Optimization exercise on an open flow, not production practice.
RTL: at most simulated, not proved equivalent.
Function not checked: run 2.
Power: default activity.

--- design.v ---
`default_nettype none
module rmsd_sqacc (
  input  wire logic [15:0] x,
  input  wire logic [43:0] qs,
  input  wire logic [43:0] qc,
  output logic [43:0] ns,
  output logic [43:0] nc
);
  logic hs1, hc2, hs3, hc4, fs5, fc6, hs7, hc8, fs9, fc10, fs11, fc12;
  logic hs13, hc14, hs15, hc16, fs17, fc18, hs19, hc20, fs21, fc22, hs23, hc24;
  logic fs25, fc26, fs27, fc28, hs29, hc30, fs31, fc32, fs33, fc34, hs35, hc36;
  logic fs37, fc38, fs39, fc40, fs41, fc42, fs43, fc44, fs45, fc46, fs47, fc48;
  logic fs49, fc50, fs51, fc52, fs53, fc54, fs55, fc56, fs57, fc58, fs59, fc60;
  logic fs61, fc62, fs63, fc64, fs65, fc66, fs67, fc68, fs69, fc70, fs71, fc72;
  logic fs73, fc74, fs75, fc76, fs77, fc78, fs79, fc80, fs81, fc82, fs83, fc84;
  logic fs85, fc86, fs87, fc88, fs89, fc90, hs91, hc92, hs93, hc94, fs95, fc96;
  logic hs97, hc98, fs99, fc100, hs101, hc102, fs103, fc104, fs105, fc106, fs107, fc108;
  logic fs109, fc110, fs111, fc112, fs113, fc114, fs115, fc116, fs117, fc118, fs119, fc120;
  logic fs121, fc122, fs123, fc124, fs125, fc126, fs127, fc128, fs129, fc130, fs131, fc132;
  logic fs133, fc134, fs135, fc136, fs137, fc138, fs139, fc140, fs141, fc142, fs143, fc144;
  logic fs145, fc146, fs147, fc148, fs149, fc150, fs151, fc152, fs153, fc154, fs155, fc156;
  logic fs157, fc158, fs159, fc160, fs161, fc162, fs163, fc164, fs165, fc166, fs167, fc168;
  logic fs169, fc170, fs171, fc172, fs173, fc174, fs175, fc176, fs177, fc178, fs179, fc180;
  logic fs181, fc182, hs183, hc184, hs185, hc186, fs187, fc188, fs189, fc190, fs191, fc192;
  logic fs193, fc194, fs195, fc196, fs197, fc198, fs199, fc200, fs201, fc202, fs203, fc204;
  logic fs205, fc206, fs207, fc208, fs209, fc210, fs211, fc212, fs213, fc214, fs215, fc216;
  logic fs217, fc218, fs219, fc220, fs221, fc222, fs223, fc224, fs225, fc226, fs227, fc228;
  logic fs229, fc230, fs231, fc232, fs233, fc234, fs235, fc236, fs237, fc238, fs239, fc240;
  logic hs241, hc242, hs243, hc244, fs245, fc246, fs247, fc248, fs249, fc250, fs251, fc252;
  logic fs253, fc254, fs255, fc256, fs257, fc258, fs259, fc260, fs261, fc262, fs263, fc264;
  logic fs265, fc266, fs267, fc268, fs269, fc270, fs271, fc272, fs273, fc274, fs275, fc276;
  logic fs277, fc278, fs279, fc280, fs281, fc282, fs283, fc284, fs285, fc286, fs287, fc288;
  logic fs289, fc290, fs291, fc292, fs293, fc294, fs295, fc296, fs297, fc298, fs299, fc300;
  logic fs301, fc302, fs303, fc304, hs305, hc306, hs307, hc308, hs309, hc310, hs311, hc312;
  logic hs313, hc314, hs315, hc316, hs317, hc318, hs319, hc320, hs321, hc322, hs323, hc324;
  logic hs325, hc326, hs327, hc328;
  assign hs1 = (x[0] & x[13]) ^ (x[1] & x[12]);
  assign hc2 = (x[0] & x[13]) & (x[1] & x[12]);
  assign hs3 = (x[0] & x[14]) ^ (x[1] & x[13]);
  assign hc4 = (x[0] & x[14]) & (x[1] & x[13]);
  assign fs5 = (x[0] & x[15]) ^ (x[1] & x[14]) ^ (x[2] & x[13]);
  assign fc6 = ((x[0] & x[15]) & (x[1] & x[14])) | ((x[0] & x[15]) & (x[2] & x[13])) | ((x[1] & x[14]) & (x[2] & x[13]));
  assign hs7 = (x[3] & x[12]) ^ (x[4] & x[11]);
  assign hc8 = (x[3] & x[12]) & (x[4] & x[11]);
  assign fs9 = (x[1] & x[15]) ^ (x[2] & x[14]) ^ (x[3] & x[13]);
  assign fc10 = ((x[1] & x[15]) & (x[2] & x[14])) | ((x[1] & x[15]) & (x[3] & x[13])) | ((x[2] & x[14]) & (x[3] & x[13]));
  assign fs11 = (x[2] & x[15]) ^ (x[3] & x[14]) ^ (x[4] & x[13]);
  assign fc12 = ((x[2] & x[15]) & (x[3] & x[14])) | ((x[2] & x[15]) & (x[4] & x[13])) | ((x[3] & x[14]) & (x[4] & x[13]));
  assign hs13 = (x[0] & x[7]) ^ (x[1] & x[6]);
  assign hc14 = (x[0] & x[7]) & (x[1] & x[6]);
  assign hs15 = (x[0] & x[8]) ^ (x[1] & x[7]);
  assign hc16 = (x[0] & x[8]) & (x[1] & x[7]);
  assign fs17 = (x[0] & x[9]) ^ (x[1] & x[8]) ^ (x[2] & x[7]);
  assign fc18 = ((x[0] & x[9]) & (x[1] & x[8])) | ((x[0] & x[9]) & (x[2] & x[7])) | ((x[1] & x[8]) & (x[2] & x[7]));
  assign hs19 = (x[3] & x[6]) ^ (x[4] & x[5]);
  assign hc20 = (x[3] & x[6]) & (x[4] & x[5]);
  assign fs21 = (x[0] & x[10]) ^ (x[1] & x[9]) ^ (x[2] & x[8]);
  assign fc22 = ((x[0] & x[10]) & (x[1] & x[9])) | ((x[0] & x[10]) & (x[2] & x[8])) | ((x[1] & x[9]) & (x[2] & x[8]));
  assign hs23 = (x[3] & x[7]) ^ (x[4] & x[6]);
  assign hc24 = (x[3] & x[7]) & (x[4] & x[6]);
  assign fs25 = (x[0] & x[11]) ^ (x[1] & x[10]) ^ (x[2] & x[9]);
  assign fc26 = ((x[0] & x[11]) & (x[1] & x[10])) | ((x[0] & x[11]) & (x[2] & x[9])) | ((x[1] & x[10]) & (x[2] & x[9]));
  assign fs27 = (x[3] & x[8]) ^ (x[4] & x[7]) ^ (x[5] & x[6]);
  assign fc28 = ((x[3] & x[8]) & (x[4] & x[7])) | ((x[3] & x[8]) & (x[5] & x[6])) | ((x[4] & x[7]) & (x[5] & x[6]));
  assign hs29 = x[6] ^ qs[12];
  assign hc30 = x[6] & qs[12];
  assign fs31 = (x[0] & x[12]) ^ (x[1] & x[11]) ^ (x[2] & x[10]);
  assign fc32 = ((x[0] & x[12]) & (x[1] & x[11])) | ((x[0] & x[12]) & (x[2] & x[10])) | ((x[1] & x[11]) & (x[2] & x[10]));
  assign fs33 = (x[3] & x[9]) ^ (x[4] & x[8]) ^ (x[5] & x[7]);
  assign fc34 = ((x[3] & x[9]) & (x[4] & x[8])) | ((x[3] & x[9]) & (x[5] & x[7])) | ((x[4] & x[8]) & (x[5] & x[7]));
  assign hs35 = qs[13] ^ qc[13];
  assign hc36 = qs[13] & qc[13];
  assign fs37 = hs1 ^ (x[2] & x[11]) ^ (x[3] & x[10]);
  assign fc38 = (hs1 & (x[2] & x[11])) | (hs1 & (x[3] & x[10])) | ((x[2] & x[11]) & (x[3] & x[10]));
  assign fs39 = (x[4] & x[9]) ^ (x[5] & x[8]) ^ (x[6] & x[7]);
  assign fc40 = ((x[4] & x[9]) & (x[5] & x[8])) | ((x[4] & x[9]) & (x[6] & x[7])) | ((x[5] & x[8]) & (x[6] & x[7]));
  assign fs41 = x[7] ^ qs[14] ^ qc[14];
  assign fc42 = (x[7] & qs[14]) | (x[7] & qc[14]) | (qs[14] & qc[14]);
  assign fs43 = hc2 ^ hs3 ^ (x[2] & x[12]);
  assign fc44 = (hc2 & hs3) | (hc2 & (x[2] & x[12])) | (hs3 & (x[2] & x[12]));
  assign fs45 = (x[3] & x[11]) ^ (x[4] & x[10]) ^ (x[5] & x[9]);
  assign fc46 = ((x[3] & x[11]) & (x[4] & x[10])) | ((x[3] & x[11]) & (x[5] & x[9])) | ((x[4] & x[10]) & (x[5] & x[9]));
  assign fs47 = (x[6] & x[8]) ^ qs[15] ^ qc[15];
  assign fc48 = ((x[6] & x[8]) & qs[15]) | ((x[6] & x[8]) & qc[15]) | (qs[15] & qc[15]);
  assign fs49 = hc4 ^ fs5 ^ hs7;
  assign fc50 = (hc4 & fs5) | (hc4 & hs7) | (fs5 & hs7);
  assign fs51 = (x[5] & x[10]) ^ (x[6] & x[9]) ^ (x[7] & x[8]);
  assign fc52 = ((x[5] & x[10]) & (x[6] & x[9])) | ((x[5] & x[10]) & (x[7] & x[8])) | ((x[6] & x[9]) & (x[7] & x[8]));
  assign fs53 = x[8] ^ qs[16] ^ qc[16];
  assign fc54 = (x[8] & qs[16]) | (x[8] & qc[16]) | (qs[16] & qc[16]);
  assign fs55 = fc6 ^ hc8 ^ fs9;
  assign fc56 = (fc6 & hc8) | (fc6 & fs9) | (hc8 & fs9);
  assign fs57 = (x[4] & x[12]) ^ (x[5] & x[11]) ^ (x[6] & x[10]);
  assign fc58 = ((x[4] & x[12]) & (x[5] & x[11])) | ((x[4] & x[12]) & (x[6] & x[10])) | ((x[5] & x[11]) & (x[6] & x[10]));
  assign fs59 = (x[7] & x[9]) ^ qs[17] ^ qc[17];
  assign fc60 = ((x[7] & x[9]) & qs[17]) | ((x[7] & x[9]) & qc[17]) | (qs[17] & qc[17]);
  assign fs61 = fc10 ^ fs11 ^ (x[5] & x[12]);
  assign fc62 = (fc10 & fs11) | (fc10 & (x[5] & x[12])) | (fs11 & (x[5] & x[12]));
  assign fs63 = (x[6] & x[11]) ^ (x[7] & x[10]) ^ (x[8] & x[9]);
  assign fc64 = ((x[6] & x[11]) & (x[7] & x[10])) | ((x[6] & x[11]) & (x[8] & x[9])) | ((x[7] & x[10]) & (x[8] & x[9]));
  assign fs65 = x[9] ^ qs[18] ^ qc[18];
  assign fc66 = (x[9] & qs[18]) | (x[9] & qc[18]) | (qs[18] & qc[18]);
  assign fs67 = fc12 ^ (x[3] & x[15]) ^ (x[4] & x[14]);
  assign fc68 = (fc12 & (x[3] & x[15])) | (fc12 & (x[4] & x[14])) | ((x[3] & x[15]) & (x[4] & x[14]));
  assign fs69 = (x[5] & x[13]) ^ (x[6] & x[12]) ^ (x[7] & x[11]);
  assign fc70 = ((x[5] & x[13]) & (x[6] & x[12])) | ((x[5] & x[13]) & (x[7] & x[11])) | ((x[6] & x[12]) & (x[7] & x[11]));
  assign fs71 = (x[8] & x[10]) ^ qs[19] ^ qc[19];
  assign fc72 = ((x[8] & x[10]) & qs[19]) | ((x[8] & x[10]) & qc[19]) | (qs[19] & qc[19]);
  assign fs73 = (x[4] & x[15]) ^ (x[5] & x[14]) ^ (x[6] & x[13]);
  assign fc74 = ((x[4] & x[15]) & (x[5] & x[14])) | ((x[4] & x[15]) & (x[6] & x[13])) | ((x[5] & x[14]) & (x[6] & x[13]));
  assign fs75 = (x[7] & x[12]) ^ (x[8] & x[11]) ^ (x[9] & x[10]);
  assign fc76 = ((x[7] & x[12]) & (x[8] & x[11])) | ((x[7] & x[12]) & (x[9] & x[10])) | ((x[8] & x[11]) & (x[9] & x[10]));
  assign fs77 = x[10] ^ qs[20] ^ qc[20];
  assign fc78 = (x[10] & qs[20]) | (x[10] & qc[20]) | (qs[20] & qc[20]);
  assign fs79 = (x[5] & x[15]) ^ (x[6] & x[14]) ^ (x[7] & x[13]);
  assign fc80 = ((x[5] & x[15]) & (x[6] & x[14])) | ((x[5] & x[15]) & (x[7] & x[13])) | ((x[6] & x[14]) & (x[7] & x[13]));
  assign fs81 = (x[8] & x[12]) ^ (x[9] & x[11]) ^ qs[21];
  assign fc82 = ((x[8] & x[12]) & (x[9] & x[11])) | ((x[8] & x[12]) & qs[21]) | ((x[9] & x[11]) & qs[21]);
  assign fs83 = (x[6] & x[15]) ^ (x[7] & x[14]) ^ (x[8] & x[13]);
  assign fc84 = ((x[6] & x[15]) & (x[7] & x[14])) | ((x[6] & x[15]) & (x[8] & x[13])) | ((x[7] & x[14]) & (x[8] & x[13]));
  assign fs85 = (x[9] & x[12]) ^ (x[10] & x[11]) ^ x[11];
  assign fc86 = ((x[9] & x[12]) & (x[10] & x[11])) | ((x[9] & x[12]) & x[11]) | ((x[10] & x[11]) & x[11]);
  assign fs87 = (x[7] & x[15]) ^ (x[8] & x[14]) ^ (x[9] & x[13]);
  assign fc88 = ((x[7] & x[15]) & (x[8] & x[14])) | ((x[7] & x[15]) & (x[9] & x[13])) | ((x[8] & x[14]) & (x[9] & x[13]));
  assign fs89 = (x[8] & x[15]) ^ (x[9] & x[14]) ^ (x[10] & x[13]);
  assign fc90 = ((x[8] & x[15]) & (x[9] & x[14])) | ((x[8] & x[15]) & (x[10] & x[13])) | ((x[9] & x[14]) & (x[10] & x[13]));
  assign hs91 = (x[0] & x[3]) ^ (x[1] & x[2]);
  assign hc92 = (x[0] & x[3]) & (x[1] & x[2]);
  assign hs93 = (x[0] & x[4]) ^ (x[1] & x[3]);
  assign hc94 = (x[0] & x[4]) & (x[1] & x[3]);
  assign fs95 = (x[0] & x[5]) ^ (x[1] & x[4]) ^ (x[2] & x[3]);
  assign fc96 = ((x[0] & x[5]) & (x[1] & x[4])) | ((x[0] & x[5]) & (x[2] & x[3])) | ((x[1] & x[4]) & (x[2] & x[3]));
  assign hs97 = x[3] ^ qs[6];
  assign hc98 = x[3] & qs[6];
  assign fs99 = (x[0] & x[6]) ^ (x[1] & x[5]) ^ (x[2] & x[4]);
  assign fc100 = ((x[0] & x[6]) & (x[1] & x[5])) | ((x[0] & x[6]) & (x[2] & x[4])) | ((x[1] & x[5]) & (x[2] & x[4]));
  assign hs101 = qs[7] ^ qc[7];
  assign hc102 = qs[7] & qc[7];
  assign fs103 = hs13 ^ (x[2] & x[5]) ^ (x[3] & x[4]);
  assign fc104 = (hs13 & (x[2] & x[5])) | (hs13 & (x[3] & x[4])) | ((x[2] & x[5]) & (x[3] & x[4]));
  assign fs105 = x[4] ^ qs[8] ^ qc[8];
  assign fc106 = (x[4] & qs[8]) | (x[4] & qc[8]) | (qs[8] & qc[8]);
  assign fs107 = hc14 ^ hs15 ^ (x[2] & x[6]);
  assign fc108 = (hc14 & hs15) | (hc14 & (x[2] & x[6])) | (hs15 & (x[2] & x[6]));
  assign fs109 = (x[3] & x[5]) ^ qs[9] ^ qc[9];
  assign fc110 = ((x[3] & x[5]) & qs[9]) | ((x[3] & x[5]) & qc[9]) | (qs[9] & qc[9]);
  assign fs111 = hc16 ^ fs17 ^ hs19;
  assign fc112 = (hc16 & fs17) | (hc16 & hs19) | (fs17 & hs19);
  assign fs113 = x[5] ^ qs[10] ^ qc[10];
  assign fc114 = (x[5] & qs[10]) | (x[5] & qc[10]) | (qs[10] & qc[10]);
  assign fs115 = fc18 ^ hc20 ^ fs21;
  assign fc116 = (fc18 & hc20) | (fc18 & fs21) | (hc20 & fs21);
  assign fs117 = hs23 ^ qs[11] ^ qc[11];
  assign fc118 = (hs23 & qs[11]) | (hs23 & qc[11]) | (qs[11] & qc[11]);
  assign fs119 = fc22 ^ hc24 ^ fs25;
  assign fc120 = (fc22 & hc24) | (fc22 & fs25) | (hc24 & fs25);
  assign fs121 = fs27 ^ hs29 ^ qc[12];
  assign fc122 = (fs27 & hs29) | (fs27 & qc[12]) | (hs29 & qc[12]);
  assign fs123 = fc26 ^ fc28 ^ hc30;
  assign fc124 = (fc26 & fc28) | (fc26 & hc30) | (fc28 & hc30);
  assign fs125 = fs31 ^ fs33 ^ hs35;
  assign fc126 = (fs31 & fs33) | (fs31 & hs35) | (fs33 & hs35);
  assign fs127 = fc32 ^ fc34 ^ hc36;
  assign fc128 = (fc32 & fc34) | (fc32 & hc36) | (fc34 & hc36);
  assign fs129 = fs37 ^ fs39 ^ fs41;
  assign fc130 = (fs37 & fs39) | (fs37 & fs41) | (fs39 & fs41);
  assign fs131 = fc38 ^ fc40 ^ fc42;
  assign fc132 = (fc38 & fc40) | (fc38 & fc42) | (fc40 & fc42);
  assign fs133 = fs43 ^ fs45 ^ fs47;
  assign fc134 = (fs43 & fs45) | (fs43 & fs47) | (fs45 & fs47);
  assign fs135 = fc44 ^ fc46 ^ fc48;
  assign fc136 = (fc44 & fc46) | (fc44 & fc48) | (fc46 & fc48);
  assign fs137 = fs49 ^ fs51 ^ fs53;
  assign fc138 = (fs49 & fs51) | (fs49 & fs53) | (fs51 & fs53);
  assign fs139 = fc50 ^ fc52 ^ fc54;
  assign fc140 = (fc50 & fc52) | (fc50 & fc54) | (fc52 & fc54);
  assign fs141 = fs55 ^ fs57 ^ fs59;
  assign fc142 = (fs55 & fs57) | (fs55 & fs59) | (fs57 & fs59);
  assign fs143 = fc56 ^ fc58 ^ fc60;
  assign fc144 = (fc56 & fc58) | (fc56 & fc60) | (fc58 & fc60);
  assign fs145 = fs61 ^ fs63 ^ fs65;
  assign fc146 = (fs61 & fs63) | (fs61 & fs65) | (fs63 & fs65);
  assign fs147 = fc62 ^ fc64 ^ fc66;
  assign fc148 = (fc62 & fc64) | (fc62 & fc66) | (fc64 & fc66);
  assign fs149 = fs67 ^ fs69 ^ fs71;
  assign fc150 = (fs67 & fs69) | (fs67 & fs71) | (fs69 & fs71);
  assign fs151 = fc68 ^ fc70 ^ fc72;
  assign fc152 = (fc68 & fc70) | (fc68 & fc72) | (fc70 & fc72);
  assign fs153 = fs73 ^ fs75 ^ fs77;
  assign fc154 = (fs73 & fs75) | (fs73 & fs77) | (fs75 & fs77);
  assign fs155 = fc74 ^ fc76 ^ fc78;
  assign fc156 = (fc74 & fc76) | (fc74 & fc78) | (fc76 & fc78);
  assign fs157 = fs79 ^ fs81 ^ qc[21];
  assign fc158 = (fs79 & fs81) | (fs79 & qc[21]) | (fs81 & qc[21]);
  assign fs159 = fc80 ^ fc82 ^ fs83;
  assign fc160 = (fc80 & fc82) | (fc80 & fs83) | (fc82 & fs83);
  assign fs161 = fs85 ^ qs[22] ^ qc[22];
  assign fc162 = (fs85 & qs[22]) | (fs85 & qc[22]) | (qs[22] & qc[22]);
  assign fs163 = fc84 ^ fc86 ^ fs87;
  assign fc164 = (fc84 & fc86) | (fc84 & fs87) | (fc86 & fs87);
  assign fs165 = (x[10] & x[12]) ^ qs[23] ^ qc[23];
  assign fc166 = ((x[10] & x[12]) & qs[23]) | ((x[10] & x[12]) & qc[23]) | (qs[23] & qc[23]);
  assign fs167 = fc88 ^ fs89 ^ (x[11] & x[12]);
  assign fc168 = (fc88 & fs89) | (fc88 & (x[11] & x[12])) | (fs89 & (x[11] & x[12]));
  assign fs169 = x[12] ^ qs[24] ^ qc[24];
  assign fc170 = (x[12] & qs[24]) | (x[12] & qc[24]) | (qs[24] & qc[24]);
  assign fs171 = fc90 ^ (x[9] & x[15]) ^ (x[10] & x[14]);
  assign fc172 = (fc90 & (x[9] & x[15])) | (fc90 & (x[10] & x[14])) | ((x[9] & x[15]) & (x[10] & x[14]));
  assign fs173 = (x[11] & x[13]) ^ qs[25] ^ qc[25];
  assign fc174 = ((x[11] & x[13]) & qs[25]) | ((x[11] & x[13]) & qc[25]) | (qs[25] & qc[25]);
  assign fs175 = (x[10] & x[15]) ^ (x[11] & x[14]) ^ (x[12] & x[13]);
  assign fc176 = ((x[10] & x[15]) & (x[11] & x[14])) | ((x[10] & x[15]) & (x[12] & x[13])) | ((x[11] & x[14]) & (x[12] & x[13]));
  assign fs177 = x[13] ^ qs[26] ^ qc[26];
  assign fc178 = (x[13] & qs[26]) | (x[13] & qc[26]) | (qs[26] & qc[26]);
  assign fs179 = (x[11] & x[15]) ^ (x[12] & x[14]) ^ qs[27];
  assign fc180 = ((x[11] & x[15]) & (x[12] & x[14])) | ((x[11] & x[15]) & qs[27]) | ((x[12] & x[14]) & qs[27]);
  assign fs181 = (x[12] & x[15]) ^ (x[13] & x[14]) ^ x[14];
  assign fc182 = ((x[12] & x[15]) & (x[13] & x[14])) | ((x[12] & x[15]) & x[14]) | ((x[13] & x[14]) & x[14]);
  assign hs183 = (x[0] & x[1]) ^ x[1];
  assign hc184 = (x[0] & x[1]) & x[1];
  assign hs185 = (x[0] & x[2]) ^ qs[3];
  assign hc186 = (x[0] & x[2]) & qs[3];
  assign fs187 = hs91 ^ x[2] ^ qs[4];
  assign fc188 = (hs91 & x[2]) | (hs91 & qs[4]) | (x[2] & qs[4]);
  assign fs189 = hc92 ^ hs93 ^ qs[5];
  assign fc190 = (hc92 & hs93) | (hc92 & qs[5]) | (hs93 & qs[5]);
  assign fs191 = hc94 ^ fs95 ^ hs97;
  assign fc192 = (hc94 & fs95) | (hc94 & hs97) | (fs95 & hs97);
  assign fs193 = fc96 ^ hc98 ^ fs99;
  assign fc194 = (fc96 & hc98) | (fc96 & fs99) | (hc98 & fs99);
  assign fs195 = fc100 ^ hc102 ^ fs103;
  assign fc196 = (fc100 & hc102) | (fc100 & fs103) | (hc102 & fs103);
  assign fs197 = fc104 ^ fc106 ^ fs107;
  assign fc198 = (fc104 & fc106) | (fc104 & fs107) | (fc106 & fs107);
  assign fs199 = fc108 ^ fc110 ^ fs111;
  assign fc200 = (fc108 & fc110) | (fc108 & fs111) | (fc110 & fs111);
  assign fs201 = fc112 ^ fc114 ^ fs115;
  assign fc202 = (fc112 & fc114) | (fc112 & fs115) | (fc114 & fs115);
  assign fs203 = fc116 ^ fc118 ^ fs119;
  assign fc204 = (fc116 & fc118) | (fc116 & fs119) | (fc118 & fs119);
  assign fs205 = fc120 ^ fc122 ^ fs123;
  assign fc206 = (fc120 & fc122) | (fc120 & fs123) | (fc122 & fs123);
  assign fs207 = fc124 ^ fc126 ^ fs127;
  assign fc208 = (fc124 & fc126) | (fc124 & fs127) | (fc126 & fs127);
  assign fs209 = fc128 ^ fc130 ^ fs131;
  assign fc210 = (fc128 & fc130) | (fc128 & fs131) | (fc130 & fs131);
  assign fs211 = fc132 ^ fc134 ^ fs135;
  assign fc212 = (fc132 & fc134) | (fc132 & fs135) | (fc134 & fs135);
  assign fs213 = fc136 ^ fc138 ^ fs139;
  assign fc214 = (fc136 & fc138) | (fc136 & fs139) | (fc138 & fs139);
  assign fs215 = fc140 ^ fc142 ^ fs143;
  assign fc216 = (fc140 & fc142) | (fc140 & fs143) | (fc142 & fs143);
  assign fs217 = fc144 ^ fc146 ^ fs147;
  assign fc218 = (fc144 & fc146) | (fc144 & fs147) | (fc146 & fs147);
  assign fs219 = fc148 ^ fc150 ^ fs151;
  assign fc220 = (fc148 & fc150) | (fc148 & fs151) | (fc150 & fs151);
  assign fs221 = fc152 ^ fc154 ^ fs155;
  assign fc222 = (fc152 & fc154) | (fc152 & fs155) | (fc154 & fs155);
  assign fs223 = fc156 ^ fc158 ^ fs159;
  assign fc224 = (fc156 & fc158) | (fc156 & fs159) | (fc158 & fs159);
  assign fs225 = fc160 ^ fc162 ^ fs163;
  assign fc226 = (fc160 & fc162) | (fc160 & fs163) | (fc162 & fs163);
  assign fs227 = fc164 ^ fc166 ^ fs167;
  assign fc228 = (fc164 & fc166) | (fc164 & fs167) | (fc166 & fs167);
  assign fs229 = fc168 ^ fc170 ^ fs171;
  assign fc230 = (fc168 & fc170) | (fc168 & fs171) | (fc170 & fs171);
  assign fs231 = fc172 ^ fc174 ^ fs175;
  assign fc232 = (fc172 & fc174) | (fc172 & fs175) | (fc174 & fs175);
  assign fs233 = fc176 ^ fc178 ^ fs179;
  assign fc234 = (fc176 & fc178) | (fc176 & fs179) | (fc178 & fs179);
  assign fs235 = fc180 ^ fs181 ^ qs[28];
  assign fc236 = (fc180 & fs181) | (fc180 & qs[28]) | (fs181 & qs[28]);
  assign fs237 = fc182 ^ (x[13] & x[15]) ^ qs[29];
  assign fc238 = (fc182 & (x[13] & x[15])) | (fc182 & qs[29]) | ((x[13] & x[15]) & qs[29]);
  assign fs239 = (x[14] & x[15]) ^ x[15] ^ qs[30];
  assign fc240 = ((x[14] & x[15]) & x[15]) | ((x[14] & x[15]) & qs[30]) | (x[15] & qs[30]);
  assign hs241 = x[0] ^ qs[0];
  assign hc242 = x[0] & qs[0];
  assign hs243 = qs[1] ^ qc[1];
  assign hc244 = qs[1] & qc[1];
  assign fs245 = hs183 ^ qs[2] ^ qc[2];
  assign fc246 = (hs183 & qs[2]) | (hs183 & qc[2]) | (qs[2] & qc[2]);
  assign fs247 = hc184 ^ hs185 ^ qc[3];
  assign fc248 = (hc184 & hs185) | (hc184 & qc[3]) | (hs185 & qc[3]);
  assign fs249 = hc186 ^ fs187 ^ qc[4];
  assign fc250 = (hc186 & fs187) | (hc186 & qc[4]) | (fs187 & qc[4]);
  assign fs251 = fc188 ^ fs189 ^ qc[5];
  assign fc252 = (fc188 & fs189) | (fc188 & qc[5]) | (fs189 & qc[5]);
  assign fs253 = fc190 ^ fs191 ^ qc[6];
  assign fc254 = (fc190 & fs191) | (fc190 & qc[6]) | (fs191 & qc[6]);
  assign fs255 = fc192 ^ fs193 ^ hs101;
  assign fc256 = (fc192 & fs193) | (fc192 & hs101) | (fs193 & hs101);
  assign fs257 = fc194 ^ fs195 ^ fs105;
  assign fc258 = (fc194 & fs195) | (fc194 & fs105) | (fs195 & fs105);
  assign fs259 = fc196 ^ fs197 ^ fs109;
  assign fc260 = (fc196 & fs197) | (fc196 & fs109) | (fs197 & fs109);
  assign fs261 = fc198 ^ fs199 ^ fs113;
  assign fc262 = (fc198 & fs199) | (fc198 & fs113) | (fs199 & fs113);
  assign fs263 = fc200 ^ fs201 ^ fs117;
  assign fc264 = (fc200 & fs201) | (fc200 & fs117) | (fs201 & fs117);
  assign fs265 = fc202 ^ fs203 ^ fs121;
  assign fc266 = (fc202 & fs203) | (fc202 & fs121) | (fs203 & fs121);
  assign fs267 = fc204 ^ fs205 ^ fs125;
  assign fc268 = (fc204 & fs205) | (fc204 & fs125) | (fs205 & fs125);
  assign fs269 = fc206 ^ fs207 ^ fs129;
  assign fc270 = (fc206 & fs207) | (fc206 & fs129) | (fs207 & fs129);
  assign fs271 = fc208 ^ fs209 ^ fs133;
  assign fc272 = (fc208 & fs209) | (fc208 & fs133) | (fs209 & fs133);
  assign fs273 = fc210 ^ fs211 ^ fs137;
  assign fc274 = (fc210 & fs211) | (fc210 & fs137) | (fs211 & fs137);
  assign fs275 = fc212 ^ fs213 ^ fs141;
  assign fc276 = (fc212 & fs213) | (fc212 & fs141) | (fs213 & fs141);
  assign fs277 = fc214 ^ fs215 ^ fs145;
  assign fc278 = (fc214 & fs215) | (fc214 & fs145) | (fs215 & fs145);
  assign fs279 = fc216 ^ fs217 ^ fs149;
  assign fc280 = (fc216 & fs217) | (fc216 & fs149) | (fs217 & fs149);
  assign fs281 = fc218 ^ fs219 ^ fs153;
  assign fc282 = (fc218 & fs219) | (fc218 & fs153) | (fs219 & fs153);
  assign fs283 = fc220 ^ fs221 ^ fs157;
  assign fc284 = (fc220 & fs221) | (fc220 & fs157) | (fs221 & fs157);
  assign fs285 = fc222 ^ fs223 ^ fs161;
  assign fc286 = (fc222 & fs223) | (fc222 & fs161) | (fs223 & fs161);
  assign fs287 = fc224 ^ fs225 ^ fs165;
  assign fc288 = (fc224 & fs225) | (fc224 & fs165) | (fs225 & fs165);
  assign fs289 = fc226 ^ fs227 ^ fs169;
  assign fc290 = (fc226 & fs227) | (fc226 & fs169) | (fs227 & fs169);
  assign fs291 = fc228 ^ fs229 ^ fs173;
  assign fc292 = (fc228 & fs229) | (fc228 & fs173) | (fs229 & fs173);
  assign fs293 = fc230 ^ fs231 ^ fs177;
  assign fc294 = (fc230 & fs231) | (fc230 & fs177) | (fs231 & fs177);
  assign fs295 = fc232 ^ fs233 ^ qc[27];
  assign fc296 = (fc232 & fs233) | (fc232 & qc[27]) | (fs233 & qc[27]);
  assign fs297 = fc234 ^ fs235 ^ qc[28];
  assign fc298 = (fc234 & fs235) | (fc234 & qc[28]) | (fs235 & qc[28]);
  assign fs299 = fc236 ^ fs237 ^ qc[29];
  assign fc300 = (fc236 & fs237) | (fc236 & qc[29]) | (fs237 & qc[29]);
  assign fs301 = fc238 ^ fs239 ^ qc[30];
  assign fc302 = (fc238 & fs239) | (fc238 & qc[30]) | (fs239 & qc[30]);
  assign fs303 = fc240 ^ qs[31] ^ qc[31];
  assign fc304 = (fc240 & qs[31]) | (fc240 & qc[31]) | (qs[31] & qc[31]);
  assign hs305 = qs[32] ^ qc[32];
  assign hc306 = qs[32] & qc[32];
  assign hs307 = qs[33] ^ qc[33];
  assign hc308 = qs[33] & qc[33];
  assign hs309 = qs[34] ^ qc[34];
  assign hc310 = qs[34] & qc[34];
  assign hs311 = qs[35] ^ qc[35];
  assign hc312 = qs[35] & qc[35];
  assign hs313 = qs[36] ^ qc[36];
  assign hc314 = qs[36] & qc[36];
  assign hs315 = qs[37] ^ qc[37];
  assign hc316 = qs[37] & qc[37];
  assign hs317 = qs[38] ^ qc[38];
  assign hc318 = qs[38] & qc[38];
  assign hs319 = qs[39] ^ qc[39];
  assign hc320 = qs[39] & qc[39];
  assign hs321 = qs[40] ^ qc[40];
  assign hc322 = qs[40] & qc[40];
  assign hs323 = qs[41] ^ qc[41];
  assign hc324 = qs[41] & qc[41];
  assign hs325 = qs[42] ^ qc[42];
  assign hc326 = qs[42] & qc[42];
  assign hs327 = qs[43] ^ qc[43];
  assign hc328 = qs[43] & qc[43];
  assign ns = {hc326, hc324, hc322, hc320, hc318, hc316, hc314, hc312, hc310, hc308, hc306, fc304, fc302, fc300, fc298, fc296, fc294, fc292, fc290, fc288, fc286, fc284, fc282, fc280, fc278, fc276, fc274, fc272, fc270, fc268, fc266, fc264, fc262, fc260, fc258, fc256, fc254, fc252, fc250, fc248, fc246, hc244, hc242, hs241};
  assign nc = {hs327, hs325, hs323, hs321, hs319, hs317, hs315, hs313, hs311, hs309, hs307, hs305, fs303, fs301, fs299, fs297, fs295, fs293, fs291, fs289, fs287, fs285, fs283, fs281, fs279, fs277, fs275, fs273, fs271, fs269, fs267, fs265, fs263, fs261, fs259, fs257, fs255, fs253, fs251, fs249, fs247, fs245, hs243, qc[0]};
endmodule
`default_nettype wire
`default_nettype none
module row_mean_std_dev (
  input  wire logic        clk,
  input  wire logic        rst_n,
  input  wire logic        cfg_valid,
  output logic             cfg_ready,
  input  wire logic [12:0] cfg_row_length,
  input  wire logic        in_valid,
  output logic             in_stall,
  input  wire logic [15:0] in_sample,
  output logic             out_valid,
  input  wire logic        out_stall,
  output logic [31:0]      out_row_mean,
  output logic [30:0]      out_row_std_dev
);
  localparam logic [1:0] A_IDLE = 2'd0, A_WAIT = 2'd1, A_RUN = 2'd2, A_DONE = 2'd3;
  localparam logic [1:0] B_IDLE = 2'd0, B_RUN = 2'd1, B_OUT = 2'd2;
  logic rst;
  logic rst_q;
  assign rst = !rst_n;
  assign cfg_ready = 1'b1;
  logic [12:0] len_r, len_nxt;    
  logic [12:0] np_r, np_nxt;      
  logic        ends_r, ends_nxt;  
  logic        stall_r, stall_nxt;
  logic [1:0]  a_st_r, a_st_nxt;
  logic [1:0]  b_st_r, b_st_nxt;
  logic [4:0]  a_k_r;
  logic [5:0]  b_k_r;
  logic        accept;
  logic        row_end;
  logic        b_take;
  logic        cs_r;              
  logic        e1_r;              
  assign in_stall = stall_r;
  assign accept   = in_valid && !stall_r;
  assign row_end  = accept && ends_r;
  assign b_take   = (a_st_r == A_DONE) &&
                    ((b_st_r == B_IDLE) || (b_st_r == B_OUT && !out_stall));
  logic [12:0] np_inc;
  logic        e_keep, e_inc, e_one;
  logic        a_free_nxt;
  assign np_inc = np_r + 13'd1;
  assign e_keep = (np_r >= len_r) || (len_r[12] && np_r[12]);
  assign e_inc  = (np_inc >= len_r) || (len_r[12] && np_inc[12]);
  assign e_one  = (len_r <= 13'd1);
  always_comb begin
    len_nxt  = cfg_valid ? cfg_row_length : len_r;
    np_nxt   = accept ? (ends_r ? 13'd1 : np_inc) : np_r;
    ends_nxt = accept ? (ends_r ? e_one : e_inc) : e_keep;
    a_st_nxt = a_st_r;
    case (a_st_r)
      A_IDLE: if (row_end) a_st_nxt = A_WAIT;
      A_WAIT: if (cs_r) a_st_nxt = A_RUN;
      A_RUN:  if (a_k_r == 5'd28) a_st_nxt = A_DONE;
      default: if (b_take) a_st_nxt = row_end ? A_WAIT : A_IDLE;
    endcase
    b_st_nxt = b_st_r;
    case (b_st_r)
      B_IDLE: if (b_take) b_st_nxt = B_RUN;
      B_RUN:  if (b_k_r == 6'd43) b_st_nxt = B_OUT;
      B_OUT:  if (!out_stall) b_st_nxt = b_take ? B_RUN : B_IDLE;
      default: b_st_nxt = B_IDLE;
    endcase
    a_free_nxt = (a_st_nxt == A_IDLE) || (a_st_nxt == A_DONE && b_st_nxt == B_IDLE);
    stall_nxt = cfg_valid || (ends_nxt && !a_free_nxt);
    if (rst_q) begin
      len_nxt   = cfg_valid ? cfg_row_length : 13'd1024;
      np_nxt    = 13'd1;
      ends_nxt  = 1'b0;
    end
    if (rst) begin
      stall_nxt = 1'b1;
      a_st_nxt  = A_IDLE;
      b_st_nxt  = B_IDLE;
    end
  end
  always_ff @(posedge clk) begin
    len_r   <= len_nxt;
    np_r    <= np_nxt;
    ends_r  <= ends_nxt;
    stall_r <= stall_nxt;
    rst_q   <= rst;
    a_st_r  <= a_st_nxt;
    b_st_r  <= b_st_nxt;
  end
  logic [15:0] x_r;       
  logic [27:0] s_acc_r;
  logic [43:0] qs_r, qc_r;   
  logic [43:0] ns, nc;
  rmsd_sqacc u_sq (
    .x  (x_r),
    .qs (cs_r ? 44'd0 : qs_r),
    .qc (cs_r ? 44'd0 : qc_r),
    .ns (ns),
    .nc (nc)
  );
  always_ff @(posedge clk) begin
    x_r     <= accept ? in_sample : 16'd0;
    s_acc_r <= (cs_r ? 28'd0 : s_acc_r) + {12'd0, x_r};
    qs_r    <= ns;
    qc_r    <= nc;
    e1_r    <= row_end;
    cs_r    <= rst_q || e1_r;
  end
  logic [12:0] a_n_r;
  logic [27:0] a_s_r;
  logic [43:0] a_q_r;
  logic [53:0] a_v_r;
  logic [1:0]  a_p_r [1:6];
  logic        a_bs_r;    
  logic        a_bn_r;    
  logic [55:0] a_y, a_z, a_x;
  logic [55:0] a_v2;      
  logic [1:0]  a_p2 [1:7];
  logic [53:0] a_pv;      
  logic [53:0] a_fin;
  logic [53:0] numer;
  assign a_y = a_bn_r ? {12'd0, a_q_r} : 56'd0;
  assign a_z = a_bs_r ? {2'b00, ~{26'd0, a_s_r}} : 56'd0;
  assign a_x = {2'b00, a_v_r[52:0], a_bs_r};
  for (genvar j = 0; j < 7; j++) begin : g_blk
    logic [7:0] bx, by, bz, bw, s1, c1, c1s, s2, c2;
    logic [9:0] t;
    assign bx  = a_x[8*j +: 8];
    assign by  = a_y[8*j +: 8];
    assign bz  = a_z[8*j +: 8];
    if (j == 0) begin : g_w0
      assign bw = 8'd0;
    end else begin : g_w
      assign bw = {5'd0, a_p_r[j], 1'b0};
    end
    assign s1  = bx ^ by ^ bz;
    assign c1  = (bx & by) | (bx & bz) | (by & bz);
    assign c1s = {c1[6:0], 1'b0};
    assign s2  = s1 ^ c1s ^ bw;
    assign c2  = (s1 & c1s) | (s1 & bw) | (c1s & bw);
    assign t   = {2'b00, s2} + {1'b0, c2, 1'b0} + {1'b0, c1[7], 8'd0};
    assign a_v2[8*j +: 8] = t[7:0];
    assign a_p2[j+1]      = t[9:8];
  end
  assign a_pv  = {4'd0, a_p_r[6], 6'd0, a_p_r[5], 6'd0, a_p_r[4], 6'd0,
                  a_p_r[3], 6'd0, a_p_r[2], 6'd0, a_p_r[1], 8'd0};
  assign a_fin = a_v_r + a_pv;
  assign numer = a_v_r;
  logic        f_sk;
  logic [53:0] f_nm;
  logic        f_ge;
  assign f_sk = (numer[53:38] == 16'd0);
  assign f_nm = f_sk ? {numer[37:0], 16'd0} : numer;
  assign f_ge = (f_nm[53:52] != 2'd0);
  always_ff @(posedge clk) begin
    if (a_st_r == A_IDLE || b_take) a_n_r <= np_r;
    if (a_st_r == A_WAIT) begin
      a_s_r   <= s_acc_r;
      a_q_r   <= qs_r + qc_r;
      a_v_r   <= 54'd0;
      for (int j = 1; j < 7; j++) a_p_r[j] <= 2'd0;
      a_k_r   <= 5'd0;
      a_bs_r  <= s_acc_r[27];
      a_bn_r  <= 1'b0;
    end else if (a_st_r == A_RUN) begin
      if (a_k_r == 5'd28) begin
        a_v_r <= a_fin;
        for (int j = 1; j < 7; j++) a_p_r[j] <= 2'd0;
      end else begin
        a_v_r <= a_v2[53:0];
        for (int j = 1; j < 7; j++) a_p_r[j] <= a_p2[j];
      end
      a_k_r   <= a_k_r + 5'd1;
      a_bs_r  <= (a_k_r < 5'd27) && a_s_r[5'd26 - a_k_r];
      a_bn_r  <= (a_k_r >= 5'd14) && (a_k_r < 5'd27) && a_n_r[4'(5'd26 - a_k_r)];
    end
  end
  logic [12:0] b_n_r;
  logic [11:0] b_rm_r;    
  logic [31:0] b_mq_r;    
  logic [53:0] b_rad_r;   
  logic [43:0] b_rem_r;   
  logic [42:0] b_root_r;
  logic [11:0] b_rs_r;    
  logic [30:0] b_sq_r;    
  logic        b_sk_r;    
  logic [45:0] r_sh;
  logic [45:0] r_diff;
  logic        r_ge;
  logic [12:0] m_sh;
  logic [13:0] m_diff;
  logic        m_ge;
  logic [12:0] d_sh;
  logic [13:0] d_diff;
  logic        d_ge;
  assign r_sh    = {b_rem_r, b_rad_r[53:52]};
  assign r_diff  = r_sh - {1'b0, b_root_r, 2'b01};
  assign r_ge    = !r_diff[45];
  assign m_sh    = {b_rm_r, b_mq_r[31]};
  assign m_diff  = {1'b0, m_sh} - {1'b0, b_n_r};
  assign m_ge    = !m_diff[13];
  assign d_sh    = {b_rs_r, b_root_r[0]};
  assign d_diff  = {1'b0, d_sh} - {1'b0, b_n_r};
  assign d_ge    = !d_diff[13];
  always_ff @(posedge clk) begin
    if (b_take) begin
      b_k_r    <= f_sk ? 6'd9 : 6'd1;
      b_sk_r   <= f_sk;
      b_n_r    <= a_n_r;
      b_rm_r   <= a_s_r[27:16];
      b_mq_r   <= {a_s_r[15:0], 16'd0};
      b_rad_r  <= {f_nm[51:0], 2'b00};
      b_rem_r  <= {42'd0, f_nm[53:52] - {1'b0, f_ge}};
      b_root_r <= {42'd0, f_ge};
      b_rs_r   <= 12'd0;
    end else begin
      b_k_r    <= b_k_r + 6'd1;
      b_rad_r  <= {b_rad_r[51:0], 2'b00};
      b_rem_r  <= r_ge ? r_diff[43:0] : r_sh[43:0];
      b_root_r <= {b_root_r[41:0], r_ge};
      b_rs_r   <= d_ge ? d_diff[11:0] : d_sh[11:0];
      if (b_st_r == B_RUN) begin
        b_sq_r <= {b_sq_r[29:0], d_ge};
        if (b_k_r < (b_sk_r ? 6'd41 : 6'd33)) begin
          b_rm_r <= m_ge ? m_diff[11:0] : m_sh[11:0];
          b_mq_r <= {b_mq_r[30:0], m_ge};
        end
      end
    end
  end
  assign out_valid       = b_st_r[1];
  assign out_row_mean    = b_mq_r;
  assign out_row_std_dev = b_sq_r;
endmodule
`default_nettype wire
--- flow/run.sh ---
#!/bin/bash
# The standard layout (standard.sh: ORFS from synthesis to finish with the
# unchanged scripts, config.mk and SDC), with a larger setup slack margin for
# ORFS's timing repair so that it also works on paths that already meet 11 ns.
set -euo pipefail
bash standard.sh SETUP_SLACK_MARGIN=7.6 finish > flow_make.log 2>&1
--- standard.sh ---
#!/bin/bash
# synth_recipe.tcl (not shown) runs the flow's synth.tcl, then flattens the netlist and writes it again
# the make line also repeats each setting of config.mk as NAME=value (left out here)
make -C /OpenROAD-flow-scripts/flow DESIGN_CONFIG=/design/flow/config.mk WORK_HOME=/design/flow/orfs CLKGATE_MAP_FILE= SYNTH_SCRIPT=/design/flow/synth_recipe.tcl "${@:-finish}"
--- config.mk ---
export PLATFORM = sky130hd
export DESIGN_NAME = row_mean_std_dev
export DESIGN_NICKNAME = row_mean_std_dev
export VERILOG_FILES = /design/flow/design.v
export SDC_FILE = /design/flow/constraint.sdc
export NUM_CORES = 4
export LEC_CHECK = 0
export CAP_MARGIN = 20
export CORE_MARGIN = 2
export CORE_UTILIZATION = 40
export CTS_CLUSTER_DIAMETER = 100
export CTS_CLUSTER_SIZE = 24
export PLACE_DENSITY = 0.6
export SLEW_MARGIN = 20
--- constraint.sdc ---
create_clock -name core_clock -period 11.0 [get_ports {clk}]
set_input_delay 2.2000 -clock core_clock [delete_from_list [all_inputs] [get_ports {clk}]]
set_output_delay 2.2000 -clock core_clock [all_outputs]
set_load 0.01 [all_outputs]
==> results of run 1 <==
placed cells by master (no fill, tap or decap), types with 21 or more instances in the layout:
cell type        count
a22oi_1             24
o21a_1              27
a21o_1              68
o21ai_0            160
nand4_1             26
and2_1             160
xnor2_1            120
clkdlybuf4s50_1     31
a211oi_1            27
a22o_1              23
clkbuf_16           30
nor3_1              37
xor2_1              46
edfxtp_1           172
o21bai_1            21
dfxtp_2             26
fa_1               183
ha_1               283
inv_1              324
nand3_1             58
a21oi_1            201
a31oi_1             35
nor2b_1            130
nand2_1            333
mux2i_1             66
buf_4              130
nor2_1             310
buf_2               54
dfxtp_1            361
and3_1              27
nand2b_1            49
cells by family (layout without fill, tap and decap cells):
kind of cell / Yosys count / after routing / synth area share
AO/OA/AOI/OAI: 763 / 763 / 0.135
flip-flops: 570 / 570 / 0.367
multiplexers: 84 / 84 / 0.0276
other: 1 / 1 / 0.000105
buffers and inverters: 492 / 627 / 0.0524
AND/OR/NAND/NOR: 1194 / 1195 / 0.161
XOR/XNOR: 170 / 170 / 0.0418
adder cells (fa/ha/maj): 498 / 498 / 0.216
flip-flops by register name, summed over array words and instances, names as in the netlist, 16 cells and up:
register and flops:
a_q_r 44, a_s_r 28, a_v_r 54, b_mq_r 32, b_rad_r 52, b_rem_r 44, b_root_r 43, b_sq_r 31
qc_r 43, qs_r 44, s_acc_r 28, x_r 16
how the worst min path moves through the flow:
stage / endpoint / startpoint / slack [ns] / cells past startpoint
after floorplan: b_k_r[0]$_SDFF_PN1_ / b_k_r[0]$_SDFF_PN1_ / 0.39 / 1
after global placement: b_rad_r[14]$_DFF_P_ / b_rad_r[12]$_DFF_P_ / 0.39 / 2
after detailed placement: b_rad_r[15]$_DFF_P_ / b_rad_r[13]$_DFF_P_ / 0.40 / 2
after CTS: b_rad_r[15]$_DFF_P_ / b_rad_r[13]$_DFF_P_ / 0.42 / 2
after global routing: a_s_r[2]$_DFFE_PP_ / s_acc_r[2]$_DFF_P_ / 0.44 / 0
final: b_rad_r[15]$_DFF_P_ / b_rad_r[13]$_DFF_P_ / 0.42 / 2
power breakdown:
part           switching (mW)  internal (mW)
clock                   0.699          0.489
sequential              0.390           2.55
combinational            2.14           1.86
worst max-delay path, cell delays in order, from the launching register on:
cell and delay (ns):
edfxtp_1 0.45, buf_12 0.18, clkinv_16 0.08, nor2_4 0.03, fa_1 0.52, fa_2 0.48, ha_4 0.18, a21o_1 0.18
a21oi_2 0.17, nor2b_1 0.06, o21a_1 0.18, o21a_1 0.18, or3_1 0.34, a311oi_1 0.25
metal layers:
layer | global-route usage | vias up | wire (um)
li1 | - | 13000 | -
met1 | 0.266 | 12600 | 41600
met2 | 0.298 | 404 | 38400
met3 | 0.0136 | 77 | 3190
met4 | 0.0297 | 0 | 1340
met5 | 0 | - | 0
area by class of cell:
class	count	area [um2]	area share
multi-input cells	2711	21400	0.532
flip-flops and latches	570	13200	0.328
repair buffers	245	2020	0.0502
well taps	1165	1460	0.0362
inverters	330	1290	0.0321
clock buffers	41	759	0.0189
clock inverters	7	55.1	0.00137
repair inverters	4	37.5	0.000932
cell usage after synthesis, drive strengths merged (7+ instances only):
cell / n
o211ai: 9
o21bai: 22
a31oi: 36
o21ai: 184
and4: 8
xnor2: 124
a21oi: 221
a211oi: 29
fa: 200
nand2: 334
clkbuf: 144
and3: 27
ha: 298
nor3: 39
nor2b: 132
or2: 9
o21a: 27
a21boi: 14
a21o: 68
xor2: 46
mux4: 11
a22o: 23
edfxtp: 172
a31o: 9
nor2: 315
o31ai: 20
dfxtp: 398
o22ai: 11
nor4: 10
and2: 160
inv: 330
a22oi: 24
mux2: 7
buf: 18
nand4: 26
or3: 12
a211o: 10
a311oi: 8
nand3: 58
mux2i: 66
nand2b: 52
stage by stage:
step           total power [mW]  instance area (um2)  hold slack, ns
2_1_floorplan              5.91                36100           0.388
3_3_place_gp               6.68                38000           0.395
5_1_grt                    8.82                40300           0.437
4_1_cts                    8.05                39600           0.423
6_report                   8.13                40300           0.421
3_5_place_dp               6.71                38000           0.398
timing repair:
item                                    CTS  global route
resized for setup                       353            86
pin swaps                                17            54
endpoints found under the setup margin  354           175
buffers inserted                         82            42
gates cloned                              7             2
==> summary.md, run 1 <==
| Metric | Value |
|---|---|
| Status | `no timing/DRC/antenna violations` |
| Max Cap Viol | `0` |
| Mapped Cells | `3772` |
| Residual DRC | `0` |
| Reg2reg start | `a_bs_r$_DFFE_PP_` |
| # hold bufs at CTS | `0` |
| Placed instance count | `4892` |
| IR drop worst, VDD | `0.226 mV` |
| Dpl hpwl | `59100 um` |
| Asr flop ratio synth | `0` |
| Share of cells above drive strength 1 | `0.112` |
| H-tree Lvls | `1` |
| Reg clk slew, reported paths | `0.11 ns` |
| CP startpoint kind | `flop` |
| Die ar. | `92000 um2` |
| Synth top area share | `0.222` |
| Worst-Skew Late Latency | `0.63 ns` |
| Worst-Margin Slew | `1.12 ns` |
| Die width | `303 um` |
| Vias | `26100` |
| Setup slack, reg-to-reg | `7.56 ns` |
| Gr usage total | `0.182` |
| Max Fclk | `291 MHz` |
| Final Util | `0.455` |
| Slew Limit Headroom | `0.256` |
| #FFs+latches synth | `570` |
| Overflow after GRT | `0` |
| Critical Path End | `a_v_r[23]$_SDFFE_PP0P_` |
| Vias in the first global route | `25400` |
| Syn Area/Cell | `9.50 um2` |
| RSZ-0062 raised after global routing | `true` |
| Kind of critical path | `reg2reg` |
| Final Non-Filler Cells | `5073` |
| Net Count, Synth | `4304` |
| Ys Warns | `3` |
| Highest fanout seen on the critical path | `12` |
| Core area | `88500 um2` |
| Worst EP arrival | `3.95 ns` |
| CP startpoint | `a_bs_r$_DFFE_PP_` |
| Clock tree buffer depth | `3` |
| Rows | `109` |
| Fin. Hold Viols | `0` |
| Vias/cell | `5.15` |
| Leakage Power | `17.8 nW` |
| Final worst slack | `7.56 ns` |
| Drt first pass iters | `5` |
| Wire length per cell | `16.7 um` |
| Chip height | `303 um` |
| Worst Hold Class | `reg2reg` |
| Mapped cell area | `35800 um2` |
| Clock Skews | `0.0359 ns` |
| Fin nets | `4422` |
| CTS root buffer | `clkbuf_16` |
| Initial Util | `0.405` |
| Tcrit/Tclk final | `0.313` |
| Ys flop type | `dfxtp_1` |
| Fillers | `8450` |
| R2R depth | `13` |
| TritonCTS Buffers | `28` |
| P&R area growth vs syn | `12.4%` |
| Initial antenna violation count | `3` |
| Initial DRC count | `1850` |
| Crit path time final | `3.44 ns` |
| Synth cell types | `75` |
| Setup Total Neg Slack | `0 ns` |
| Number of port buffers | `98` |
| N_diodes | `0` |
| First-pass GRT wire length | `136000 um` |
| Worst R2R End | `a_v_r[23]$_SDFFE_PP0P_` |
| Largest net degree at the start of global routing | `109` |
| Post-synth EDFFs | `172` |
| Final antenna-violating net count | `0` |
| CTS tree | `done` |
| Pwr dens | `202 nW/um2` |
| Dpl ws | `6.23 ns` |
| Dominant cell type by area after synthesis | `dfxtp_1` |
| Max Slew Vio Count | `0` |
| Ports | `100` |
| TritonCTS Sinks | `570` |
| Setup crit end kind | `flop` |
| Register area share after synthesis | `0.367` |
| Final WL | `84600 um` |
| Critical Path RT | `11.51 ns` |
| GPL Wtd Cong | `0.835` |
| Finish-stage setup viols | `0` |
| Area contributors post-synth | `dfxtp_1 22%, edfxtp_1 14%, fa_1 11%` |
Testbench counts, summed over its fixed seeds: cycles 72,899, rows 640.
==> run 2: changes to the inputs <==
--- a/design.v
+++ b/design.v
@@ -404,3 +404,3 @@
   assign accept   = in_valid && !stall_r;
-  assign row_end  = accept && ends_r;
+  assign row_end  = accept && ends_t;
   assign b_take   = (a_st_r == A_DONE) &&
@@ -408,2 +408,4 @@
   logic [12:0] np_inc;
+  logic        cfgw_r;
+  logic        ends_t;
   logic        e_keep, e_inc, e_one;
@@ -414,6 +416,12 @@
   assign e_one  = (len_r <= 13'd1);
+  assign ends_t = cfgw_r ? e_keep : ends_r;
   always_comb begin
     len_nxt  = cfg_valid ? cfg_row_length : len_r;
-    np_nxt   = accept ? (ends_r ? 13'd1 : np_inc) : np_r;
-    ends_nxt = accept ? (ends_r ? e_one : e_inc) : e_keep;
+    np_nxt   = accept ? (ends_t ? 13'd1 : np_inc) : np_r;
+    ends_nxt = accept ? (ends_t ? e_one : e_inc) : e_keep;
+    if (rst_q) begin
+      len_nxt  = cfg_valid ? cfg_row_length : 13'd1024;
+      np_nxt   = 13'd1;
+      ends_nxt = 1'b0;
+    end
     a_st_nxt = a_st_r;
@@ -433,8 +441,3 @@
     a_free_nxt = (a_st_nxt == A_IDLE) || (a_st_nxt == A_DONE && b_st_nxt == B_IDLE);
-    stall_nxt = cfg_valid || (ends_nxt && !a_free_nxt);
-    if (rst_q) begin
-      len_nxt   = cfg_valid ? cfg_row_length : 13'd1024;
-      np_nxt    = 13'd1;
-      ends_nxt  = 1'b0;
-    end
+    stall_nxt = (ends_nxt || cfg_valid) && !a_free_nxt;
     if (rst) begin
@@ -451,2 +454,3 @@
     rst_q   <= rst;
+    cfgw_r  <= cfg_valid;
     a_st_r  <= a_st_nxt;
==> summary.md, run 2 <==
| Metric | Value |
|---|---|
| Register area share after synthesis | `0.369 (+0.00201)` |
| Synth cell types | `80 (+6.7%)` |
| Post-synth EDFFs | `172 (unchanged)` |
| Clock Skews | `0.0364 ns (+0.000478 ns)` |
| Highest fanout seen on the critical path | `6 (-6)` |
| Most frequent cells in the layout | `364 x dfxtp_1, 350 x nand2_1, 313 x inv_1, 306 x nor2_1, 265 x ha_1` |
| Share of cells above drive strength 1 | `0.132 (+0.0202)` |
| Gr usage total | `0.189 (+0.00774)` |
| Die ar. | `91600 um2 (-0.39%)` |
| Most common cell after layout, fill and taps aside | `dfxtp_1` |
| Initial Util | `0.404 (-0.000975)` |
| Vias/cell | `5.17 (+0.51%)` |
| Chip height | `303 um (-0.19%)` |
| Dpl ws | `5.93 ns (-0.304 ns)` |
| Core area | `88400 um2 (-0.15%)` |
| Clock tree buffer depth | `3 (unchanged)` |
| Crit path time final | `3.64 ns (+0.201 ns)` |
| Largest net degree at the start of global routing | `85 (-22%)` |
| Worst Hold Class | `reg2reg` |
| Fillers | `8476 (+0.31%)` |
| Tcrit/Tclk final | `0.331 (+0.0183)` |
| # hold bufs at CTS | `0 (unchanged)` |
| First-pass GRT wire length | `140000 um (+2.9%)` |
| Overflow after GRT | `0 (unchanged)` |
| Max Slew Vio Count | `0 (unchanged)` |
| Area contributors post-synth | `dfxtp_1 22%, edfxtp_1 14%, fa_1 11%` |
| Multi-input logic area | `21600 um2 (+0.87%)` |
| Dpl hpwl | `60000 um (+1.6%)` |
| Pwr dens | `220 nW/um2 (+9.2%)` |
| RSZ-0062 raised after global routing | `true` |
| TritonCTS Sinks | `571 (+0.18%)` |
| Syn Area/Cell | `9.43 um2 (-0.66%)` |
| Initial antenna violation count | `1 (-2)` |
| Rows | `109 (unchanged)` |
| IR drop worst, VDD | `0.230 mV (+1.9%)` |
| Wire length per cell | `16.9 um (+1.5%)` |
| Fin nets | `4448 (+0.59%)` |
| Largest register FFs | `54 (unchanged)` |
| Final antenna-violating net count | `0 (unchanged)` |
| Vias in the first global route | `26100 (+2.9%)` |
| Worst-Skew Late Latency | `0.59 ns (-0.04 ns)` |
| Status | `no timing/DRC/antenna violations` |
| Ys flop type | `dfxtp_1` |
| Kind of critical path | `reg2reg` |
| Initial DRC count | `1657 (-10%)` |
| GPL Wtd Cong | `0.826 (-1.0%)` |
| Max Cap Viol | `0 (unchanged)` |
| P&R area growth vs syn | `14.9%` |
| Fin. Hold Viols | `0 (unchanged)` |
| Worst-Margin Slew | `0.975 ns (-0.140 ns)` |
| Die width | `303 um (-0.19%)` |
| Setup crit end kind | `flop` |
| Final WL | `86400 um (+2.1%)` |
| Slew Limit Headroom | `0.350 (+0.0935)` |
| Mapped Cells | `3782 (+0.27%)` |
| Top-count cell post-synth | `dfxtp_1` |
| Most flops, register | `a_v_r` |
| Asr flop ratio synth | `0 (unchanged)` |
| Finish-stage setup viols | `0 (unchanged)` |
| CP startpoint kind | `flop` |
| Dominant cell type by area after synthesis | `dfxtp_1` |
| Synth cell count leaders | `399 x dfxtp_1, 350 x nand2_1, 332 x inv_1` |
| Leakage Power | `18.0 nW (+1.4%)` |
| Drt first pass iters | `5 (unchanged)` |
| Worst EP arrival | `4.06 ns (+0.11 ns)` |
| Reg clk slew, reported paths | `0.10 ns (about the same)` |
| Ports | `100 (unchanged)` |
| Max Fclk | `275 MHz (-5.5%)` |
| Mapped cell area | `35700 um2 (-0.39%)` |
| TritonCTS Buffers | `34 (+21%)` |
| CTS tree | `done` |
| Vias | `26400 (+1.2%)` |
| Final worst slack | `7.36 ns (-0.201 ns)` |
| #FFs+latches synth | `571 (+0.18%)` |
| Setup Total Neg Slack | `0 ns (unchanged)` |
| Regs by FF count | `a_v_r x54, b_rad_r x52` |
| Residual DRC | `0 (unchanged)` |
| CTS root buffer | `clkbuf_16` |
| Net Count, Synth | `4313 (+0.21%)` |
| Ys Warns | `3 (unchanged)` |
| Synth top area share | `0.224 (+0.00144)` |
| Critical Path RT | `11.42 ns (-0.09 ns)` |
| Number of port buffers | `98 (unchanged)` |
| H-tree Lvls | `2 (+1)` |
| Register area | `13200 um2 (about the same)` |
## run 2: path summary, 6_finish.rpt
kind / start / endpoint / slack [ns] / cells after the start
setup / recovery: a_bs_r$_DFFE_PP_ / a_p_r[4][0]$_SDFFE_PP0P_ / 7.36 / 18
hold / removal: b_rad_r[14]$_DFF_P_ / b_rad_r[16]$_DFF_P_ / 0.42 / 2
setup reg to reg: a_bs_r$_DFFE_PP_ / a_p_r[4][0]$_SDFFE_PP0P_ / 7.36 / 18
hold reg to reg: b_rad_r[14]$_DFF_P_ / b_rad_r[16]$_DFF_P_ / 0.42 / 2
## run 2: kinds of logic (layout without fill, tap and decap cells)
group                    Yosys count  in the layout  share of synthesized area
flip-flops                       571            571                      0.369
other                              1              2                   0.000105
AO/OA/AOI/OAI                    770            770                      0.136
AND/OR/NAND/NOR                 1214           1215                      0.162
adder cells (fa/ha/maj)          497            497                      0.216
buffers and inverters            488            645                     0.0518
multiplexers                      65             65                     0.0221
XOR/XNOR                         176            176                     0.0432
## run 2: area by class of cell
class	instances	area share
antenna	1	0.0000611
clock buffer	45	0.0223
clock inverter	14	0.00427
inverter	334	0.0311
multi-input combinational	2724	0.527
sequential	571	0.323
tap	1165	0.0356
timing repair buffer	250	0.0563
timing repair inverter	2	0.000427
## run 2: power by group
part           internal [mW]  switching, mW
clock                  0.641          0.778
sequential              2.59          0.438
combinational           2.17           2.41
## run 2: stage by stage
stage | util | instance area, um2 | std cells | power [mW] | hold WS [ns]
2_1_floorplan | - | 35900 | 3782 | 6.27 | 0.388
3_3_place_gp | 0.429 | 37900 | 4919 | 7.11 | 0.401
3_5_place_dp | 0.429 | 37900 | 4919 | 7.18 | 0.402
4_1_cts | 0.453 | 40100 | 5064 | 8.83 | 0.416
5_1_grt | 0.464 | 41000 | 5105 | 9.80 | 0.438
6_report | 0.464 | 41000 | 5106 | 9.03 | 0.420
## run 2: per-layer routing
metal,track usage,wire length (um)
met4,0.0423,1580
met1,0.260,40600
met5,0,0
met3,0.0179,3190
met2,0.323,41000
## run 2: critical path, cell delays in order (launching register included)
cell,delay [ns]
edfxtp_1,0.46
buf_12,0.17
clkinvlp_4,0.07
buf_12,0.12
buf_12,0.15
nor2_2,0.05
fa_1,0.44
fa_2,0.57
ha_4,0.14
inv_2,0.04
fa_2,0.39
nor2b_4,0.15
o21ai_2,0.06
nor2b_4,0.13
o21bai_1,0.12
a21oi_1,0.09
xnor2_1,0.12
a22oi_1,0.14
nor2_1,0.06
## run 2: timing repair
item,in CTS,in global routing
endpoints found under the hold margin,0,0
resized for setup,389,154
pin swaps,62,96
cloned,8,2
buffers inserted,78,39
setup endpoints to repair,331,146
==> run 3: changes to the inputs <==
--- a/design.v
+++ b/design.v
@@ -404,3 +404,3 @@
   assign accept   = in_valid && !stall_r;
-  assign row_end  = accept && ends_t;
+  assign row_end  = accept && ends_r;
   assign b_take   = (a_st_r == A_DONE) &&
@@ -408,15 +408,20 @@
   logic [12:0] np_inc;
-  logic        cfgw_r;
-  logic        ends_t;
+  logic        e_keep_r, e_inc_r, e_one_r;
+  logic        e_keep_c, e_inc_c, e_one_c;
   logic        e_keep, e_inc, e_one;
   logic        a_free_nxt;
-  assign np_inc = np_r + 13'd1;
-  assign e_keep = (np_r >= len_r) || (len_r[12] && np_r[12]);
-  assign e_inc  = (np_inc >= len_r) || (len_r[12] && np_inc[12]);
-  assign e_one  = (len_r <= 13'd1);
-  assign ends_t = cfgw_r ? e_keep : ends_r;
+  assign np_inc   = np_r + 13'd1;
+  assign e_keep_r = (np_r >= len_r) || (len_r[12] && np_r[12]);
+  assign e_inc_r  = (np_inc >= len_r) || (len_r[12] && np_inc[12]);
+  assign e_one_r  = (len_r <= 13'd1);
+  assign e_keep_c = (np_r >= cfg_row_length) || (cfg_row_length[12] && np_r[12]);
+  assign e_inc_c  = (np_inc >= cfg_row_length) || (cfg_row_length[12] && np_inc[12]);
+  assign e_one_c  = (cfg_row_length <= 13'd1);
+  assign e_keep   = cfg_valid ? e_keep_c : e_keep_r;
+  assign e_inc    = cfg_valid ? e_inc_c : e_inc_r;
+  assign e_one    = cfg_valid ? e_one_c : (e_one_r && !rst_q);
   always_comb begin
     len_nxt  = cfg_valid ? cfg_row_length : len_r;
-    np_nxt   = accept ? (ends_t ? 13'd1 : np_inc) : np_r;
-    ends_nxt = accept ? (ends_t ? e_one : e_inc) : e_keep;
+    np_nxt   = accept ? (ends_r ? 13'd1 : np_inc) : np_r;
+    ends_nxt = (accept && ends_r) ? e_one : (accept ? e_inc : e_keep);
     if (rst_q) begin
@@ -424,3 +429,3 @@
       np_nxt   = 13'd1;
-      ends_nxt = 1'b0;
+      ends_nxt = e_one;
     end
@@ -441,3 +446,3 @@
     a_free_nxt = (a_st_nxt == A_IDLE) || (a_st_nxt == A_DONE && b_st_nxt == B_IDLE);
-    stall_nxt = (ends_nxt || cfg_valid) && !a_free_nxt;
+    stall_nxt = ends_nxt && !a_free_nxt;
     if (rst) begin
@@ -454,3 +459,2 @@
     rst_q   <= rst;
-    cfgw_r  <= cfg_valid;
     a_st_r  <= a_st_nxt;
==> summary.md, run 3 <==
| Metric | Value |
|---|---|
| Initial antenna violation count | `1 (unchanged)` |
| Vias in the first global route | `26300 (+0.83%)` |
| P&R area growth vs syn | `13.2%` |
| Most common cell after layout, fill and taps aside | `dfxtp_1` |
| Slew Limit Headroom | `0.415 (+0.0653)` |
| Chip height | `306 um (+1.2%)` |
| Max Cap Viol | `0 (unchanged)` |
| Syn Area/Cell | `9.52 um2 (+0.93%)` |
| Clock tree buffer depth | `3 (unchanged)` |
| Largest register FFs | `54 (unchanged)` |
| Worst-Skew Late Latency | `0.64 ns (+0.05 ns)` |
| Vias/cell | `5.17 (-0.12%)` |
| Post-synth EDFFs | `172 (unchanged)` |
| Finish-stage setup viols | `0 (unchanged)` |
| Synth cell types | `102 (+28%)` |
| Residual DRC | `0 (unchanged)` |
| Ys flop type | `dfxtp_1` |
| Mapped cell area | `36500 um2 (+2.4%)` |
| Crit path time final | `3.62 ns (-0.0173 ns)` |
| Register area share after synthesis | `0.359 (-0.00917)` |
| N_diodes | `0 (-1)` |
| H-tree Lvls | `1 (-1)` |
| Status | `no timing/DRC/antenna violations` |
| Initial DRC count | `1874 (+13%)` |
| Reg2reg start | `a_bs_r$_DFFE_PP_` |
| Initial Util | `0.405 (+0.000916)` |
| Gr usage total | `0.186 (-0.00322)` |
| Share of cells above drive strength 1 | `0.126 (-0.00591)` |
| Reg clk slew, reported paths | `0.10 ns (about the same)` |
| Clock Skews | `0.0296 ns (-0.00684 ns)` |
| Pwr dens | `214 nW/um2 (-2.9%)` |
| GPL Wtd Cong | `0.908 (+9.9%)` |
| Net Count, Synth | `4397 (+1.9%)` |
| TritonCTS Sinks | `570 (-0.18%)` |
| Max Fclk | `276 MHz (+0.48%)` |
| Fin nets | `4512 (+1.4%)` |
| Final Power | `8.85 mW (-2.1%)` |
| Final Non-Filler Cells | `5150 (+0.86%)` |
| Leakage Power | `18.4 nW (+1.8%)` |
| # hold bufs at CTS | `0 (unchanged)` |
| #FFs+latches synth | `570 (-0.18%)` |
| Top-count cell post-synth | `dfxtp_1` |
| Placed instance count | `4979 (+1.2%)` |
| Critical Path RT | `11.53 ns (+0.11 ns)` |
| Synth cell count leaders | `398 x dfxtp_1, 341 x inv_1, 335 x nor2_1` |
| Core area | `90300 um2 (+2.2%)` |
| Die ar. | `93800 um2 (+2.4%)` |
| Die width | `306 um (+1.2%)` |
| RSZ-0062 raised after global routing | `true` |
run 3: final timing paths:
path	to	slack (ns)	depth (start not counted)
hold / removal	b_rad_r[6]$_DFF_P_	0.42	2
hold reg to reg	b_rad_r[6]$_DFF_P_	0.42	2
setup / recovery	a_v_r[31]$_SDFFE_PP0P_	7.38	15
setup reg to reg	a_v_r[31]$_SDFFE_PP0P_	7.38	15
run 3: per-stage QoR:
step | setup slack (ns) | cell area (um2) | hold slack (ns) | utilization
after floorplan | 7.03 | 36800 | 0.388 | -
after global placement | 5.59 | 38800 | 0.399 | 0.429
after detailed placement | 5.55 | 38800 | 0.399 | 0.429
after CTS | 7.44 | 40500 | 0.422 | 0.449
after global routing | 7.25 | 41300 | 0.446 | 0.458
final | 7.38 | 41300 | 0.421 | 0.458
run 3: cells by family (layout without fill, tap and decap cells):
family | Yosys count | in the layout | share of synthesized area
compound gates | 776 | 778 | 0.141
fa+ha+maj | 526 | 526 | 0.221
buf+inv | 497 | 629 | 0.0521
other cells | 1 | 1 | 0.000103
mux | 61 | 61 | 0.0208
xor+xnor | 173 | 173 | 0.0415
simple gates | 1233 | 1236 | 0.164
flops | 570 | 570 | 0.359
run 3: routing by layer:
layer | GRT usage | share of wire | vias up
met1 | 0.266 | 0.49 | 12800
met3 | 0.0267 | 0.042 | 75
li1 | - | - | 13300
met5 | 0 | 0 | -
met4 | 0.0328 | 0.017 | 0
met2 | 0.302 | 0.45 | 406
run 3: final cells by class:
type	instances	area (um2)	share of cell area
inverters	342	1330	0.0321
clock inverters	14	176	0.00427
well taps	1176	1470	0.0356
repair inverters	1	8.76	0.000212
multi-input cells	2775	22300	0.540
clock buffers	41	856	0.0207
repair buffers	231	2000	0.0483
flip-flops and latches	570	13200	0.319
run 3: worst max-delay path, cell delays in order, from the launching register on:
cell and delay (ns):
edfxtp_1 0.45, buf_12 0.18, clkinvlp_4 0.09, buf_12 0.12, buf_12 0.13, nor2_4 0.03, fa_1 0.52, fa_2 0.46
ha_4 0.17, a21o_1 0.18, a21oi_2 0.16, nor2b_2 0.06, o21a_1 0.18, o21a_1 0.19, or3_4 0.33, a311oi_1 0.24
run 3: what timing repair did:
action,4_1_cts,5_1_grt
resized for setup,391,113
setup endpoints to repair,364,186
pin swaps,27,85
buffers inserted,62,40
endpoints found under the hold margin,0,0
gates cloned,11,3
run 3: power by group:
part / total [mW] / switching (mW) / internal [mW]
sequential: 3.07 / 0.437 / 2.63
clock: 1.38 / 0.760 / 0.615
combinational: 4.41 / 2.36 / 2.05
total: 8.85 / 3.55 / 5.29
Testbench counts of run 3, summed over its fixed seeds: cycles 72,858, rows 640.
